What follows belongs to an exercise in optimizing a design on an open flow for a short achievable clock period and few clock cycles; a production flow would make more cautious choices.
In this exercise RTL edits were held to simulation tests only and were not proved equivalent to the original.
Power and IR drop assume default switching activity.

==> design/flow/design.v <==
`default_nettype none
package cpu_pkg;
    localparam int data_width     = 32;
    localparam int reg_addr_width = 5;
    localparam logic [4:0] op_rtype = 5'd0;
    localparam logic [4:0] op_j     = 5'd1;
    localparam logic [4:0] op_bne   = 5'd2;
    localparam logic [4:0] op_jal   = 5'd3;
    localparam logic [4:0] op_addi  = 5'd5;
    localparam logic [4:0] op_blt   = 5'd6;
    localparam logic [4:0] op_sw    = 5'd7;
    localparam logic [4:0] op_lw    = 5'd8;
endpackage
`default_nettype wire
`timescale 1ns/100ps
`default_nettype none
module pfx_n (
    input  logic g,
    input  logic p,
    input  logic g_lo,
    input  logic p_lo,
    output logic gn_o,
    output logic pn_o
);
    assign gn_o = ~(g | (p & g_lo));
    assign pn_o = ~(p & p_lo);
endmodule
module pfx_p (
    input  logic gn,
    input  logic pn,
    input  logic gn_lo,
    input  logic pn_lo,
    output logic g_o,
    output logic p_o
);
    assign g_o = ~(gn & (pn | gn_lo));
    assign p_o = ~(pn | pn_lo);
endmodule
module pfx_gn (
    input  logic g,
    input  logic p,
    input  logic g_lo,
    output logic gn_o
);
    assign gn_o = ~(g | (p & g_lo));
endmodule
module pfx_gp (
    input  logic gn,
    input  logic pn,
    input  logic gn_lo,
    output logic g_o
);
    assign g_o = ~(gn & (pn | gn_lo));
endmodule
module inv_cell (
    input  logic a,
    output logic y
);
    assign y = ~a;
endmodule
module kadd #(
    parameter int W = 32
) (
    input  logic [W-1:0] a,
    input  logic [W-1:0] b,
    input  logic         cin,
    output logic [W-1:0] sum,
    output logic         cm,       
    output logic         cout
);
    localparam int L = (W < 16) ? 4 : (W < 32) ? 5 : 6;   
    wire [W:0] g [0:L];
    wire [W:0] p [0:L];
    assign g[0] = {a & b, cin};
    assign p[0] = {a ^ b, 1'b0};
    genvar l, i;
    generate
        for (l = 0; l < L; l++) begin : lvl
            for (i = 0; i <= W; i++) begin : bitn
                if (i >= (2 << l)) begin : op
                    if (l % 2 == 0) begin : n
                        pfx_n u (.g(g[l][i]), .p(p[l][i]), .g_lo(g[l][i-(1<<l)]), .p_lo(p[l][i-(1<<l)]),
                                 .gn_o(g[l+1][i]), .pn_o(p[l+1][i]));
                    end else begin : t
                        pfx_p u (.gn(g[l][i]), .pn(p[l][i]), .gn_lo(g[l][i-(1<<l)]), .pn_lo(p[l][i-(1<<l)]),
                                 .g_o(g[l+1][i]), .p_o(p[l+1][i]));
                    end
                end else if (i >= (1 << l)) begin : opg
                    if (l % 2 == 0) begin : n
                        pfx_gn u (.g(g[l][i]), .p(p[l][i]), .g_lo(g[l][i-(1<<l)]), .gn_o(g[l+1][i]));
                        assign p[l+1][i] = 1'b1;
                    end else begin : t
                        pfx_gp u (.gn(g[l][i]), .pn(p[l][i]), .gn_lo(g[l][i-(1<<l)]), .g_o(g[l+1][i]));
                        assign p[l+1][i] = 1'b0;
                    end
                end else begin : pass
                    inv_cell ug (.a(g[l][i]), .y(g[l+1][i]));
                    assign p[l+1][i] = ~p[l][i];
                end
            end
        end
    endgenerate
    wire [W:0] c;
    generate
        for (i = 0; i <= W; i++) begin : fin
            localparam int LV = (i < 1) ? 0 : (i < 2) ? 1 : (i < 4) ? 2 : (i < 8) ? 3 :
                                (i < 16) ? 4 : (i < 32) ? 5 : 6;
            if (LV % 2 == 0) begin : t
                assign c[i] = g[LV][i];
            end else begin : n
                assign c[i] = ~g[LV][i];
            end
        end
    endgenerate
    assign sum  = p[0][W:1] ^ c[W-1:0];
    assign cm   = c[W-1];
    assign cout = c[W];
endmodule
module fmux #(
    parameter int W = 32
) (
    input  logic         s,
    input  logic [W-1:0] a,      
    input  logic [W-1:0] b,      
    output logic [W-1:0] y
);
    assign y = s ? a : b;
endmodule
module fmuxi #(
    parameter int W = 32
) (
    input  logic         s,
    input  logic [W-1:0] a,
    input  logic [W-1:0] b,
    output logic [W-1:0] y
);
    assign y = ~(s ? a : b);
endmodule
module hi_sel3 #(
    parameter int W = 15
) (
    input  logic         s_p,
    input  logic         s_m,
    input  logic         s_0,
    input  logic [W-1:0] hi_p,
    input  logic [W-1:0] hi_m,
    input  logic [W-1:0] hi,
    output logic [W-1:0] y
);
    assign y = ({W{s_p}} & hi_p) | ({W{s_m}} & hi_m) | ({W{s_0}} & hi);
endmodule
module hi_pick #(
    parameter int W = 15
) (
    input  logic         neg,
    input  logic         c,
    input  logic [W-1:0] hi,
    input  logic [W-1:0] hi_p,
    input  logic [W-1:0] hi_m,
    output logic [W-1:0] y
);
    always_comb begin
        case ({neg, c})
            2'b01:   y = hi_p;
            2'b10:   y = hi_m;
            default: y = hi;
        endcase
    end
endmodule
module fwd4 #(
    parameter int W = 32
) (
    input  logic         s_sum,
    input  logic         s_diff,
    input  logic         s_oth,
    input  logic         s_old,
    input  logic [W-1:0] sum,
    input  logic [W-1:0] diff,
    input  logic [W-1:0] oth,
    input  logic [W-1:0] old,
    output logic [W-1:0] y
);
    assign y = ({W{s_sum}} & sum) | ({W{s_diff}} & diff) | ({W{s_oth}} & oth) | ({W{s_old}} & old);
endmodule
module op_pick (
    input  logic [4:0] op,
    input  logic       stall,
    input  logic       redirect,
    input  logic       reset,
    output logic       y
);
    assign y = (op == 5'd2) && !stall && !redirect && !reset;
endmodule
module ovf_calc (
    input  logic a31,
    input  logic b31,
    input  logic bn31,
    input  logic sum_cm,     
    input  logic diff_cm,    
    input  logic tadd,
    input  logic tsub,
    output logic ovf
);
    assign ovf = (tadd && (a31 == b31) && (sum_cm != a31)) || (tsub && (a31 == bn31) && (diff_cm != a31));
endmodule
`timescale 1ns/100ps
`default_nettype none
module processor (
    input  logic        clock,
    input  logic        reset,
    output logic [31:0] address_imem,
    input  logic [31:0] q_imem,
    output logic [31:0] address_dmem,
    output logic [31:0] data,
    output logic        wren,
    input  logic [31:0] q_dmem,
    output logic        ctrl_write_enable,
    output logic [4:0]  ctrl_write_reg,
    output logic [4:0]  ctrl_read_reg_a,
    output logic [4:0]  ctrl_read_reg_b,
    output logic [31:0] data_write_reg,
    input  logic [31:0] data_read_reg_a,
    input  logic [31:0] data_read_reg_b
);
    logic [16:0] pc_lo;
    logic [14:0] pc_hi;
    logic [31:0] d_ir;        
    logic        d_v;         
    logic [4:0]  d_rb;        
    logic [31:0] d_pc;        
    logic [16:0] d_blo;       
    logic        d_bc;        
    logic [31:0] x_a;
    logic [31:0] x_b;
    logic [31:0] x_bn;        
    logic [31:0] x_addr;      
    logic [4:0]  x_rd;        
    logic        x_we;        
    logic        x_tadd;      
    logic        x_tsub;      
    logic [1:0]  x_exc;       
    logic        x_add, x_sub, x_and, x_or, x_sll, x_sra;
    logic [4:0]  x_sh;
    logic        x_lw, x_sw, x_bne, x_blt;
    logic [31:0] x_alt;       
    logic        w_we;
    logic [4:0]  w_rd;
    logic [31:0] w_res;
    logic        redirect;
    logic        stall;
    logic [4:0]  f_op;
    logic        f_jump, f_bne, f_rdb;
    logic [14:0] f_hiep, f_hiem;
    logic [16:0] f_lo1, f_blo;
    logic        f_c1, f_bc, f_neg;
    logic        u0, u1, u2, u3, u4, u5, u10, u11, u12, u13, u14, u15;
    assign address_imem = {pc_hi, pc_lo};
    assign f_op   = q_imem[31:27];
    assign f_jump = (f_op == cpu_pkg::op_j) || (f_op == cpu_pkg::op_jal);
    assign f_bne  = (f_op == cpu_pkg::op_bne);
    assign f_rdb  = (f_op == cpu_pkg::op_sw) || (f_op == cpu_pkg::op_bne) || (f_op == cpu_pkg::op_blt);
    assign f_neg  = q_imem[16];
    kadd #(.W(17)) u_lo1 (.a(pc_lo), .b(17'd0), .cin(1'b1), .sum(f_lo1), .cm(u0), .cout(f_c1));
    kadd #(.W(17)) u_btgt (.a(pc_lo), .b(q_imem[16:0]), .cin(1'b1), .sum(f_blo), .cm(u1), .cout(f_bc));
    kadd #(.W(15)) u_hiep (.a(pc_hi), .b(15'd0), .cin(1'b1), .sum(f_hiep), .cm(u2), .cout(u3));
    kadd #(.W(15)) u_hiem (.a(pc_hi), .b(15'h7fff), .cin(1'b0), .sum(f_hiem), .cm(u4), .cout(u5));
    logic        f_sel_b;
    logic [16:0] f_lo_e, f_lo_next;
    logic [14:0] f_hi_next;
    op_pick u_opp (.op(f_op), .stall(stall), .redirect(redirect), .reset(reset), .y(f_sel_b));
    assign f_lo_e  = reset ? 17'd0 : redirect ? x_alt[16:0] : stall ? pc_lo :
                     f_jump ? q_imem[16:0] : f_lo1;
    logic        f_sel_hb, f_hi_rr;
    logic [14:0] f_hi_e, f_hi_c1, f_hi_c0, f_hi_b, f_hi_rv;
    assign f_sel_hb = f_bne && !stall;
    assign f_hi_e   = stall ? pc_hi : f_jump ? {5'b0, q_imem[26:17]} : (f_c1 ? f_hiep : pc_hi);
    assign f_hi_c1  = f_sel_hb ? (f_neg ? pc_hi : f_hiep) : f_hi_e;
    assign f_hi_c0  = f_sel_hb ? (f_neg ? f_hiem : pc_hi) : f_hi_e;
    assign f_hi_rr  = reset || redirect;
    assign f_hi_rv  = reset ? 15'd0 : x_alt[31:17];
    fmux #(.W(17)) u_lop (.s(f_sel_b), .a(f_blo), .b(f_lo_e), .y(f_lo_next));
    fmux #(.W(15)) u_hip (.s(f_bc), .a(f_hi_c1), .b(f_hi_c0), .y(f_hi_b));
    fmux #(.W(15)) u_hir (.s(f_hi_rr), .a(f_hi_rv), .b(f_hi_b), .y(f_hi_next));
    always_ff @(posedge clock) begin
        pc_lo <= f_lo_next;
        pc_hi <= f_hi_next;
    end
    always_ff @(posedge clock) begin
        if (reset || redirect) begin
            d_v <= 1'b0;
        end else if (!stall) begin
            d_v <= 1'b1;
        end
        if (!stall) begin
            d_ir  <= q_imem;
            d_rb  <= f_rdb ? q_imem[26:22] : q_imem[16:12];
            d_pc  <= address_imem;
            d_blo <= f_blo;
            d_bc  <= f_bc;
        end
    end
    logic [4:0]  d_op, d_rd, d_rs, d_fn;
    logic        d_r, d_ralu, d_addi, d_lw, d_sw, d_bne, d_blt, d_jal;
    logic        d_regw;
    logic [4:0]  d_dest;
    logic [31:0] d_simm;
    logic [31:0] d_pc1, d_btgt, d_alt;
    logic [14:0] d_hp, d_hm;
    assign d_op = d_ir[31:27];
    assign d_rd = d_ir[26:22];
    assign d_rs = d_ir[21:17];
    assign d_fn = d_ir[6:2];
    assign d_simm = {{15{d_ir[16]}}, d_ir[16:0]};
    assign d_r    = (d_op == cpu_pkg::op_rtype);
    assign d_ralu = d_r && (d_fn <= 5'd5);
    assign d_addi = (d_op == cpu_pkg::op_addi);
    assign d_lw   = (d_op == cpu_pkg::op_lw);
    assign d_sw   = (d_op == cpu_pkg::op_sw);
    assign d_bne  = (d_op == cpu_pkg::op_bne);
    assign d_blt  = (d_op == cpu_pkg::op_blt);
    assign d_jal  = (d_op == cpu_pkg::op_jal);
    assign d_regw = d_ralu || d_addi || d_lw || d_jal;
    assign d_dest = d_jal ? 5'd31 : d_rd;
    assign ctrl_read_reg_a = d_rs;
    assign ctrl_read_reg_b = d_rb;
    kadd #(.W(32)) u_pc1 (.a(d_pc), .b(32'd0), .cin(1'b1), .sum(d_pc1), .cm(u10), .cout(u11));
    kadd #(.W(15)) u_dhp (.a(d_pc[31:17]), .b(15'd0), .cin(1'b1), .sum(d_hp), .cm(u12), .cout(u13));
    kadd #(.W(15)) u_dhm (.a(d_pc[31:17]), .b(15'h7fff), .cin(1'b0), .sum(d_hm), .cm(u14), .cout(u15));
    hi_pick #(.W(15)) u_dbt (.neg(d_ir[16]), .c(d_bc), .hi(d_pc[31:17]), .hi_p(d_hp), .hi_m(d_hm),
                             .y(d_btgt[31:17]));
    assign d_btgt[16:0] = d_blo;
    assign d_alt = d_bne ? d_pc1 : d_btgt;   
    logic        ma_x, ma_x30, mb_x, mb_x30, ma_w, mb_w, a_imm, b_imm;
    logic [31:0] x_res;       
    logic [31:0] other;       
    logic [31:0] sum, diff;
    logic        x_ovf;
    logic        ovf_a, ovf_b, ovf_bn, ovf_w;   
    logic [31:0] old_a, old_b, vno_a, vov_a, vno_b, vov_b;
    logic [31:0] fa, fb, fbn;
    logic [31:0] exc_v;
    assign a_imm  = d_jal;               
    assign b_imm  = d_jal || d_addi;     
    logic        ma_x_r, mb_x_r, ma_x30_r, mb_x30_r, ma_w_r, mb_w_r;
    logic [4:0]  q_rs, q_rb;
    logic        d_xwe, d_xtrap, x_trap;
    assign q_rs    = q_imem[21:17];
    assign q_rb    = f_rdb ? q_imem[26:22] : q_imem[16:12];
    assign d_xwe   = d_v && d_regw && (d_dest != 5'd0);
    assign d_xtrap = d_v && ((d_r && (d_fn == 5'd0 || d_fn == 5'd1)) || d_addi);
    assign x_trap  = x_tadd || x_tsub;
    always_ff @(posedge clock) begin
        if (stall) begin
            ma_x_r   <= 1'b0;
            mb_x_r   <= 1'b0;
            ma_x30_r <= 1'b0;
            mb_x30_r <= 1'b0;
            ma_w_r   <= x_ovf ? (x_trap && d_rs == 5'd30) : (x_we && x_rd == d_rs);
            mb_w_r   <= x_ovf ? (x_trap && d_rb == 5'd30) : (x_we && x_rd == d_rb);
        end else begin
            ma_x_r   <= d_xwe && (d_dest == q_rs);
            mb_x_r   <= d_xwe && (d_dest == q_rb);
            ma_x30_r <= d_xtrap && (q_rs == 5'd30);
            mb_x30_r <= d_xtrap && (q_rb == 5'd30);
            ma_w_r   <= x_ovf ? (x_trap && q_rs == 5'd30) : (x_we && x_rd == q_rs);
            mb_w_r   <= x_ovf ? (x_trap && q_rb == 5'd30) : (x_we && x_rd == q_rb);
        end
    end
    assign ma_x   = ma_x_r;
    assign mb_x   = mb_x_r;
    assign ma_x30 = ma_x30_r;
    assign mb_x30 = mb_x30_r;
    assign ma_w   = ma_w_r;
    assign mb_w   = mb_w_r;
    assign exc_v  = {30'd0, x_exc};
    assign old_a = a_imm ? d_pc1 : (ma_w ? w_res : data_read_reg_a);
    assign old_b = b_imm ? (d_addi ? d_simm : 32'd0) : (mb_w ? w_res : data_read_reg_b);
    fwd4 #(.W(32)) u_vnoa (.s_sum(ma_x && !a_imm && x_add), .s_diff(ma_x && !a_imm && x_sub),
                           .s_oth(ma_x && !a_imm), .s_old(!(ma_x && !a_imm)),
                           .sum(sum), .diff(diff), .oth(other), .old(old_a), .y(vno_a));
    assign vov_a = (ma_x30 && !a_imm) ? exc_v : old_a;
    fwd4 #(.W(32)) u_vnob (.s_sum(mb_x && !b_imm && x_add), .s_diff(mb_x && !b_imm && x_sub),
                           .s_oth(mb_x && !b_imm), .s_old(!(mb_x && !b_imm)),
                           .sum(sum), .diff(diff), .oth(other), .old(old_b), .y(vno_b));
    assign vov_b = (mb_x30 && !b_imm) ? exc_v : old_b;
    fmux  #(.W(32)) u_fa  (.s(ovf_a), .a(vov_a), .b(vno_a), .y(fa));
    fmux  #(.W(32)) u_fb  (.s(ovf_b), .a(vov_b), .b(vno_b), .y(fb));
    fmuxi #(.W(32)) u_fbn (.s(ovf_bn), .a(vov_b), .b(vno_b), .y(fbn));
    logic [31:0] d_agu_r, d_agu_w, d_agu;
    logic        u16, u17, u18a, u19a;
    kadd #(.W(32)) u_agur (.a(data_read_reg_a), .b(d_simm), .cin(1'b0), .sum(d_agu_r), .cm(u16), .cout(u17));
    kadd #(.W(32)) u_aguw (.a(w_res), .b(d_simm), .cin(1'b0), .sum(d_agu_w), .cm(u18a), .cout(u19a));
    fmux #(.W(32)) u_agu (.s(ma_w), .a(d_agu_w), .b(d_agu_r), .y(d_agu));
    assign stall = d_v && (d_lw || d_sw) && (ma_x || ma_x30);
    always_ff @(posedge clock) begin
        x_a    <= fa;
        x_b    <= fb;
        x_bn   <= fbn;
        x_addr <= d_agu;
        x_rd   <= d_dest;
        x_sh   <= d_ir[11:7];
        x_exc  <= d_addi ? 2'd2 : (d_fn == 5'd1 ? 2'd3 : 2'd1);
        x_alt  <= d_alt;
        if (reset || redirect || stall || !d_v) begin
            x_we   <= 1'b0;
            x_tadd <= 1'b0;
            x_tsub <= 1'b0;
            x_add  <= 1'b0;
            x_sub  <= 1'b0;
            x_and  <= 1'b0;
            x_or   <= 1'b0;
            x_sll  <= 1'b0;
            x_sra  <= 1'b0;
            x_lw   <= 1'b0;
            x_sw   <= 1'b0;
            x_bne  <= 1'b0;
            x_blt  <= 1'b0;
        end else begin
            x_we   <= d_regw && (d_dest != 5'd0);
            x_tadd <= (d_r && d_fn == 5'd0) || d_addi;
            x_tsub <= d_r && d_fn == 5'd1;
            x_add  <= (d_r && d_fn == 5'd0) || d_addi;
            x_sub  <= d_r && d_fn == 5'd1;
            x_and  <= d_r && d_fn == 5'd2;
            x_or   <= (d_r && d_fn == 5'd3) || d_jal;
            x_sll  <= d_r && d_fn == 5'd4;
            x_sra  <= d_r && d_fn == 5'd5;
            x_lw   <= d_lw;
            x_sw   <= d_sw;
            x_bne  <= d_bne;
            x_blt  <= d_blt;
        end
    end
    logic [31:0] sra_res, sll_res, cmp_s;
    logic        sum_cm, diff_cm, u18, u19, cmp_cm, cmp_c;
    logic        add_ovf, sub_ovf, ne, lt;
    kadd #(.W(32)) u_add (.a(x_a), .b(x_b), .cin(1'b0), .sum(sum), .cm(sum_cm), .cout(u18));
    kadd #(.W(32)) u_sub (.a(x_a), .b(x_bn), .cin(1'b1), .sum(diff), .cm(diff_cm), .cout(u19));
    assign add_ovf = (x_a[31] == x_b[31]) && (sum_cm != x_a[31]);
    assign sub_ovf = (x_a[31] == x_bn[31]) && (diff_cm != x_a[31]);
    assign x_ovf   = (x_tadd && add_ovf) || (x_tsub && sub_ovf);
    ovf_calc u_ova  (.a31(x_a[31]), .b31(x_b[31]), .bn31(x_bn[31]), .sum_cm(sum_cm), .diff_cm(diff_cm),
                     .tadd(x_tadd), .tsub(x_tsub), .ovf(ovf_a));
    ovf_calc u_ovb  (.a31(x_a[31]), .b31(x_b[31]), .bn31(x_bn[31]), .sum_cm(sum_cm), .diff_cm(diff_cm),
                     .tadd(x_tadd), .tsub(x_tsub), .ovf(ovf_b));
    ovf_calc u_ovbn (.a31(x_a[31]), .b31(x_b[31]), .bn31(x_bn[31]), .sum_cm(sum_cm), .diff_cm(diff_cm),
                     .tadd(x_tadd), .tsub(x_tsub), .ovf(ovf_bn));
    ovf_calc u_ovw  (.a31(x_a[31]), .b31(x_b[31]), .bn31(x_bn[31]), .sum_cm(sum_cm), .diff_cm(diff_cm),
                     .tadd(x_tadd), .tsub(x_tsub), .ovf(ovf_w));
    assign sra_res = $signed(x_a) >>> x_sh;
    assign sll_res = x_a << x_sh;
    always_comb begin
        other = '0;
        if (x_and) other = other | (x_a & x_b);
        if (x_or)  other = other | (x_a | x_b);
        if (x_sll) other = other | sll_res;
        if (x_sra) other = other | sra_res;
        if (x_lw)  other = other | q_dmem;
    end
    fwd4 #(.W(32)) u_xres (.s_sum(x_add), .s_diff(x_sub), .s_oth(1'b1), .s_old(1'b0),
                           .sum(sum), .diff(diff), .oth(other), .old(32'd0), .y(x_res));
    kadd #(.W(32)) u_cmp (.a({~x_b[31], x_b[30:0]}), .b({x_a[31], ~x_a[30:0]}), .cin(1'b1),
                          .sum(cmp_s), .cm(cmp_cm), .cout(cmp_c));
    assign ne = (x_a != x_b);
    assign lt = !cmp_c;
    assign redirect = (x_bne && !ne) || (x_blt && lt);
    assign address_dmem = x_addr;
    assign data         = x_b;
    assign wren         = x_sw;
    logic [31:0] w_res_next;
    fmux #(.W(32)) u_wres (.s(ovf_w), .a(exc_v), .b(x_res), .y(w_res_next));
    always_ff @(posedge clock) begin
        w_res <= w_res_next;
        w_rd  <= x_ovf ? 5'd30 : x_rd;
        if (reset) begin
            w_we <= 1'b0;
        end else begin
            w_we <= x_we || x_ovf;
        end
    end
    assign ctrl_write_enable = w_we;
    assign ctrl_write_reg    = w_rd;
    assign data_write_reg    = w_res;
endmodule
`default_nettype wire
==> design/flow/flow/run.sh <==
#!/bin/bash
set -euo pipefail
bash standard.sh SETUP_SLACK_MARGIN=6 "BUFFER_PORTS_ARGS=-buffer_cell sky130_fd_sc_hd__buf_4" finish \
    > standard_flow.log 2>&1
==> design/flow/standard.sh <==
#!/bin/bash
# synth_recipe.tcl (not shown) runs the flow's synth.tcl, then flattens the netlist and writes it again
# the make line also repeats each setting of config.mk as NAME=value (left out here)
make -C /OpenROAD-flow-scripts/flow DESIGN_CONFIG=/design/flow/config.mk WORK_HOME=/design/flow/orfs CLKGATE_MAP_FILE= SYNTH_SCRIPT=/design/flow/synth_recipe.tcl "${@:-finish}"
==> design/flow/config.mk <==
export PLATFORM = sky130hd
export DESIGN_NAME = processor
export DESIGN_NICKNAME = processor
export VERILOG_FILES = /design/flow/design.v
export SDC_FILE = /design/flow/constraint.sdc
export NUM_CORES = 4
export LEC_CHECK = 0
export CAP_MARGIN = 20
export CORE_MARGIN = 2
export CORE_UTILIZATION = 40
export SLEW_MARGIN = 20
export SYNTH_HIERARCHICAL = 1
export SYNTH_MINIMUM_KEEP_SIZE = 0
==> design/flow/constraint.sdc <==
create_clock -name core_clock -period 9.0 [get_ports {clock}]
set_input_delay 1.8000 -clock core_clock [delete_from_list [all_inputs] [get_ports {clock}]]
set_output_delay 1.8000 -clock core_clock [all_outputs]
set_load 0.01 [all_outputs]
==> reports/metrics.yaml <==
final.min_clock_period_ns: 3.24
final_common_cell: "nand2_1"
cp-end-kind: "register"
synth_area_sq_mm: 0.0411
final_cell_mix: "632 x nand2_1, 502 x a21oi_2, 445 x buf_4"
clkTransAtPathRegs_ns: 0.06
gp_congestion: 1.04
die_h_um: 324
ant_nets: 0
slowest_delay_ns: 0.30
p_int_w: 0.00573
rsz0062_at_grt: "yes"
fill_cells: 9532
hold_viol: 0
core_area_sq_mm: 0.102
syn_inst: 4793
powerDensity_mw_per_mm2: 203
final_area_sq_mm: 0.0528
min_period_over_period_pct: 36.1
htree_levels: 2
fin_skew_ns: 0.0285
hpwl_um: 140000
cts_tree: "yes"
crit_arrival_ns: 3.74
area_growth_pct: 28.5
track_usage_pct: 33.4
post_dp_cell_area_sq_mm: 0.0458
outcome: "no timing/DRC/antenna violations"
p_leak_nw: 20.9
drt-total-wl_um: 186000
via_count: 40200
fin_nets: 5889
num_antenna_cells: 0
cts.sinks: 347
maxCapViolations: 0
grt_pass1_wl_um: 262000
vdd_drop_max_mv: 0.184
overflow: 0
synth.avg_cell_area_sq_um: 8.57
cpMaxStageDelayCell: "mux2_4"
grt_busiest_layer: "met2"
die_area_sq_mm: 0.105
cts_made_buffers: 42
cp_top_family: "compound AO/OA/AOI/OAI gates"
portBuffers: 274
pwr-share-comb_pct: 60.5
power_frac_seq_pct: 22.2
path_buf_inv: 3
critical_path.max_fanout: 7
die_w_um: 324
crit_type: "in -> reg"
route.detailed.drc: 0
slew-limit-headroom_pct: 21.2
met3_usage_pct: 7.30
cp.required_ns: 9.50
p_clk_share_pct: 17.3
rrSetupSlack_ns: 5.85
drtPass1Iterations: 6
clk_latency_ns: 0.62
grt_max_degree: 70
hold_class: "reg -> reg"
worstMarginPinSlew_ns: 1.18
antenna_found_initial: 3
multi_input_area_sq_mm: 0.0352
yosysWarningCount: 11
use_met2_pct: 52.0
use_met1_pct: 43.1
slew_viol_final: 0
regArea_sq_mm: 0.00825
ioPinCount: 275
start_util_pct: 40.4
row_count: 117
dr.first_iter.drc_count: 4280
startpoint_type: "input port"
vias_per_cell: 5.90
setup_viol: 0
clockBufferDepth: 3
drive_above_1_share_pct: 43.5
wire_per_inst_um: 27.3
grt_pass1_vias: 38100
setup-tns-final_ns: 0
crit_chain: "buf_8 > ha_4 > a21oi_4 > o21ai_2 > a21oi_2 > o21ai_2 > a21oi_4 > clkinvlp_4 > buf_6 > mux2_4 > mux2_4"
swShare_pct: 46.4
power_switching_w: 0.00496
cts_root_buf: "clkbuf_16"
max_freq_mhz: 308
## routing by layer
metal	share of wire [%]	up-vias
met5	0.0070	-
met4	6.5	2
met3	8.7	456
met2	44	2031
met1	41	19200
li1	-	18500
## state kept, by name, indices dropped and copies added (netlist names), 17 cells and up
signal and count:
pc_lo 17, x_bn 32, x_b 32, d_pc 32, w_res 32, d_blo 17
x_addr 32, x_alt 32, d_ir 32, x_a 32
## power by group through the flow
stage	logic, W	registers (W)	clock network (W)
global placement	0.00547	0.00244	0
finish	0.00646	0.00237	0.00185
detailed placement	0.00549	0.00243	0
global route	0.00686	0.00239	0.00194
CTS	0.00596	0.00238	0.00187
floorplan	0.00406	0.00223	0
## area by class of cell
type	instances	area share (%)
Timing Repair Buffer	557	9.92
Timing Repair inverter	2	0.0237
Multi-Input combinational cell	4237	66.8
Inverter	220	1.63
Clock inverter	20	0.529
Tap cell	1368	3.24
Sequential cell	347	15.6
Clock buffer	57	2.23
## worst paths after layout
check | start | end | cells after the start
hold / removal | d_blo[12] | x_alt[12] | 1
setup reg to reg | x_a[28] | pc_lo[5] | 16
hold reg to reg | d_blo[12] | x_alt[12] | 1
setup / recovery | q_imem[8] | pc_hi[3] | 11
## what timing repair did
item                                    4_1_cts  5_1_grt
pin swaps                                    43       83
buffers inserted                            148       79
hold buffers                                  0        0
resized for setup                           515      282
cloned                                       17        5
endpoints found under the setup margin      289      199
## per-stage QoR
| stage | power (W) | hold slack (ns) | util [%] | setup WS (ns) | cells |
|---|---|---|---|---|---|
| after floorplan | 0.00629 | 0.443 | - | 5.12 | 5006 |
| after global placement | 0.00790 | 0.452 | 45.0 | 4.45 | 6482 |
| after detailed placement | 0.00793 | 0.455 | 45.0 | 4.40 | 6482 |
| after CTS | 0.0102 | 0.472 | 49.8 | 5.78 | 6724 |
| after global routing | 0.0112 | 0.482 | 51.9 | 5.74 | 6808 |
| final | 0.0107 | 0.473 | 51.9 | 5.76 | 6808 |
Testbench counts, summed over its fixed seeds: cycles 43,862.

==> afterwards: timing with drivers on the ports <==
The flow's constraints put no driver on any port. The routed layout listed below was extracted and timed again, unchanged, in two steps. Step 1 assumes that a clkbuf_16 drives the clock port and a buf_2 every other input. Step 2 moves the port delays by t, midway between the first and last clock arrival at a register: inputs arrive t later, outputs are due t later. That takes back most of the time a late clock gives input paths. a / b / c = no drivers / after step 1 / after step 2; a / b = the first two.
t, ns: 0.674
setup slack, ns: 5.755 / 5.694 / 5.020
worst slew at a driven data input, ns: 0.17
After both steps this run still meets setup and hold. For this run, drivers alone change the setup slack by -0.061 ns; drivers and shift together by -0.735 ns.
